Background: an optimization exercise with open tools, aiming at small area, a short achievable clock period and few clock cycles. Do not read the settings as production practice. Function was checked by simulation only, so behaviour that the tests miss may differ from the original. No activity file was given, so power comes from the tool's default toggle rates.

== R ==
## core
module core #(
  parameter int REG_SIZE   = 8,
  parameter int ADDR_SIZE  = 8,
  parameter int INSN_SIZE  = 16,
  parameter int INSN_COUNT = 16
) (
  input  logic                            clk,
  input  logic                            reset,
  input  logic                            init_R0_flag,
  input  logic [REG_SIZE-1:0]             init_R0_data,
  input  logic [INSN_SIZE*INSN_COUNT-1:0] insn_data,
  input  logic                            Start,
  output logic                            Ready,
  output logic [1:0]                      enable_M,
  output logic [ADDR_SIZE-1:0]            addr_M,
  output logic [REG_SIZE-1:0]             wr_data_M,
  input  logic [REG_SIZE-1:0]             rd_data_M,
  input  logic                            ready_M
);
Size: roughly 1800 cells after synthesis, ~450 flip-flops, about 300 I/O pins, about 22000 um^2 of cells after synthesis.
==> flow/config.mk <==
export PLATFORM = sky130hd
export DESIGN_NAME = core
export DESIGN_NICKNAME = core
export VERILOG_FILES = /design/flow/design.v
export SDC_FILE = /design/flow/constraint.sdc
export NUM_CORES = 4
export LEC_CHECK = 0
export CAP_MARGIN = 20
export CORE_MARGIN = 2
export CORE_UTILIZATION = 55
export CTS_BUF_LIST = sky130_fd_sc_hd__clkbuf_8
export CTS_CLUSTER_DIAMETER = 60
export CTS_CLUSTER_SIZE = 16
export SLEW_MARGIN = 20
export TNS_END_PERCENT = 10
==> flow/constraint.sdc <==
create_clock -name core_clock -period 10.0 [get_ports {clk}]
set_input_delay 2.0000 -clock core_clock [delete_from_list [all_inputs] [get_ports {clk}]]
set_output_delay 2.0000 -clock core_clock [all_outputs]
set_load 0.01 [all_outputs]
standard.sh (not shown) runs the stock make flow with config.mk's settings and CLKGATE_MAP_FILE= SYNTH_SCRIPT=/design/flow/synth_recipe.tcl, a recipe that flattens the netlist after the stock synthesis.
==> flow/flow/run.sh <==
#!/bin/bash
# Layout: the standard flow (standard.sh) with three changes:
#  - port buffers of the smallest drive (buffer_ports -buffer_cell buf_1);
#    repair resizes the ones that need more;
#  - no adder cells in synthesis (ADDER_MAP_FILE empty), so abc maps the
#    arithmetic together with the logic around it;
#  - timing repair aims at a larger setup slack margin.
# make's output goes to flow.log; each step's own log is under orfs/logs/.
set -uo pipefail
bash standard.sh "ADDER_MAP_FILE=" "SETUP_SLACK_MARGIN=6.2" \
  "BUFFER_PORTS_ARGS=-buffer_cell sky130_fd_sc_hd__buf_1" finish > flow.log 2>&1
Per the final summary, R finished and its layout is clean on timing, DRC and antenna.
Testbench counts of R, summed over its fixed seeds: cycles 7,544.
### R -> P
diff --git a/flow/design.v b/flow/design.v
--- a/flow/design.v
+++ b/flow/design.v
@@ -174,35 +174,33 @@
   logic                 run_q;
   logic [15:0][15:0]    buf_q;
   logic [15:0][7:0]     regs_q;
   logic [15:0]          ir1_q;
   logic [3:0]           pc1_q;
   logic                 idv_q;      
   logic [3:0]           op2_q, rd2_q;
-  logic                 ld2_q, wr2_q, mul2_q, sub2_q;
-  logic [7:0]           opa_q, opb_q;
-  logic [7:0]           adr_q, wd_q;
-  logic                 stp_q;
+  logic                 ld2_q, st2_q, wr2_q, mul2_q, sub2_q;
+  logic [7:0]           opa_q, opb_q, adr_q;    
   logic [7:0] alu_fast, alu_mul, wdata, fwd;
   logic       we2, ex_stall;
   core_alu #(.W(REG_SIZE)) u_alu (
     .op  (op2_q),
     .sub (sub2_q),
     .a   (opa_q),
     .b   (opb_q),
     .fast(alu_fast),
     .mul (alu_mul)
   );
   assign we2      = wr2_q | ld2_q;
   assign wdata    = ld2_q ? rd_data_M : (mul2_q ? alu_mul : alu_fast);
   assign fwd      = ld2_q ? rd_data_M : alu_fast;
-  assign ex_stall = ld2_q & !ready_M;
-  assign enable_M  = {stp_q, ld2_q};
+  assign ex_stall = (ld2_q | st2_q) & !ready_M;
+  assign enable_M  = {st2_q, ld2_q};
   assign addr_M    = adr_q;
-  assign wr_data_M = wd_q;
+  assign wr_data_M = opa_q;
   assign Ready     = !run_q;
   logic [3:0]  r_op, r_aidx, r_bidx, s_op, s_aidx, s_bidx;
   logic        r_use_a, r_use_b, r_fa, r_fb, r_bnz, s_bnz;
   logic [3:0]  op1, rd1, aidx, bidx;
   logic [7:0]  imm1, rda, rdb, vala, valb, fsrc;
   logic        fa, fb, is_set1;
   logic [15:0] nzf;
@@ -240,15 +238,14 @@
   assign fb   = run_q ? (we2 && rd2_q == bidx) : (init_R0_flag && bidx == 4'd0);
   assign vala = fa ? fsrc : rda;
   assign valb = is_set1 ? imm1 : (fb ? fsrc : rdb);
   always_comb begin
     for (int k = 0; k < 16; k++) nzf[k] = (regs_q[k] != 8'd0);
   end
   assign id_stall = run_q ? ((r_bnz && we2 && rd2_q == ir1_q[11:8]) ||
-                             ((r_op == OP_LD || r_op == OP_ST) && stp_q && !ready_M) ||
                              (mul2_q && ((r_use_a && r_fa) || (r_use_b && r_fb))))
                           : s_bnz;
   assign taken    = r_bnz && nzf[ir1_q[11:8]];
   logic [15:0] isnop;
   logic [3:0]  pc_inc1, pc_seq;
   logic        skip;
   always_comb begin
@@ -277,38 +274,35 @@
   logic ex_load, id_load;
   assign ex_load = run_q ? (idv_q && !id_stall) : (Start && !s_bnz);
   assign id_load = !run_q || (idv_q && !id_stall && !ex_stall);
   always_ff @(posedge clk) begin
     if (reset) begin
       run_q <= 1'b0;
       ld2_q <= 1'b0;
-      stp_q <= 1'b0;
+      st2_q <= 1'b0;
       wr2_q <= 1'b0;
     end else begin
       if (!run_q) run_q <= Start && (s_op != OP_STOP);
-      else if (!ex_stall && !idv_q && !(stp_q && !ready_M)) run_q <= 1'b0;
-      stp_q <= (!ex_stall && ex_load && op1 == OP_ST) || (stp_q && !ready_M);
+      else if (!ex_stall && !idv_q) run_q <= 1'b0;
       if (!ex_stall) begin
         ld2_q <= ex_load && (op1 == OP_LD);
+        st2_q <= ex_load && (op1 == OP_ST);
         wr2_q <= ex_load && (op1 != OP_NOP) && (op1 <= OP_SET);
       end
     end
   end
   always_ff @(posedge clk) begin
     if (!ex_stall) begin
       op2_q  <= op1;
       mul2_q <= ex_load && (op1 == OP_MUL);
       sub2_q <= (op1 == 4'h2);
       rd2_q  <= rd1;
       opa_q  <= vala;
       opb_q  <= valb;
-    end
-    if (!ex_stall && !(stp_q && !ready_M)) begin
-      adr_q <= (op1 == OP_LD) ? vala : valb;
-      wd_q  <= vala;
+      adr_q  <= (op1 == OP_LD) ? vala : valb;
     end
     if (id_load) begin
       ir1_q <= fetched;
       pc1_q <= pc_next;
       idv_q <= !endb;
     end
   end
Findings:
P completed; timing, DRC and antenna clean
P — register area share after synthesis 0.27 points higher, R as reference
Taking R as the reference, in P detailed-routed wire length on met2 fell 520 um; total power fell 2.8%; via count fell 180; total number of nets in the final design fell 58; clock-cell share of area fell 0.29 points.
Last element of the critical path: adr_q[4] -> R, idv_q -> P
R vs P, highest-delay cell along the critical path: sky130_fd_sc_hd__nor2_4 vs sky130_fd_sc_hd__edfxtp_1
Summary of P over R: part of the power in combinational logic shrank by 0.5 points, critical path depth in cells now larger, proportion of synthesized area in mux cells went up, arrival time of the worst setup path -170 ps.
Total wire length after detailed routing: P worse than R
The type of the worst setup path comes out in -> reg in one run and reg -> reg in the other, namely in R and P respectively.
Cell area | P vs R | P smaller
Clock share of power (higher): R
Testbench counts of P, summed over its fixed seeds: cycles 7,731.

[port drivers added, routing unchanged]
No port has a modelled driver above. Below, the same layouts with a new extraction and two added sets of constraints. Step 1 (the two cells are an assumption about what drives the block):
set clk [get_ports {clk}]
set_driving_cell -lib_cell sky130_fd_sc_hd__clkbuf_16 $clk
set_driving_cell -lib_cell sky130_fd_sc_hd__buf_2 [delete_from_list [all_inputs] $clk]
Step 2, shift: input delay + t, output delay - t, t = (earliest + latest rising clock arrival at the registers) / 2. This alone moves slack from input paths to output paths. a / b / c = no drivers / after step 1 / after step 2; a / b = the first two.
run | shift t [ns] | setup slack, ns | worst setup path after step 2 | slew at the worst register clock pin (ns) | worst slew at a driven data input, ns
R | 0.696 | 5.829 / 5.736 / 5.040 | input to register | 0.10 / 0.10 | 0.16
P | 0.688 | 5.850 / 5.850 / 5.332 | input to register | 0.10 / 0.10 | 0.09
After both steps every run listed still meets setup and hold. The setup slack of R, which loses most, moves by -0.093 ns with the drivers and by -0.789 ns with both steps.
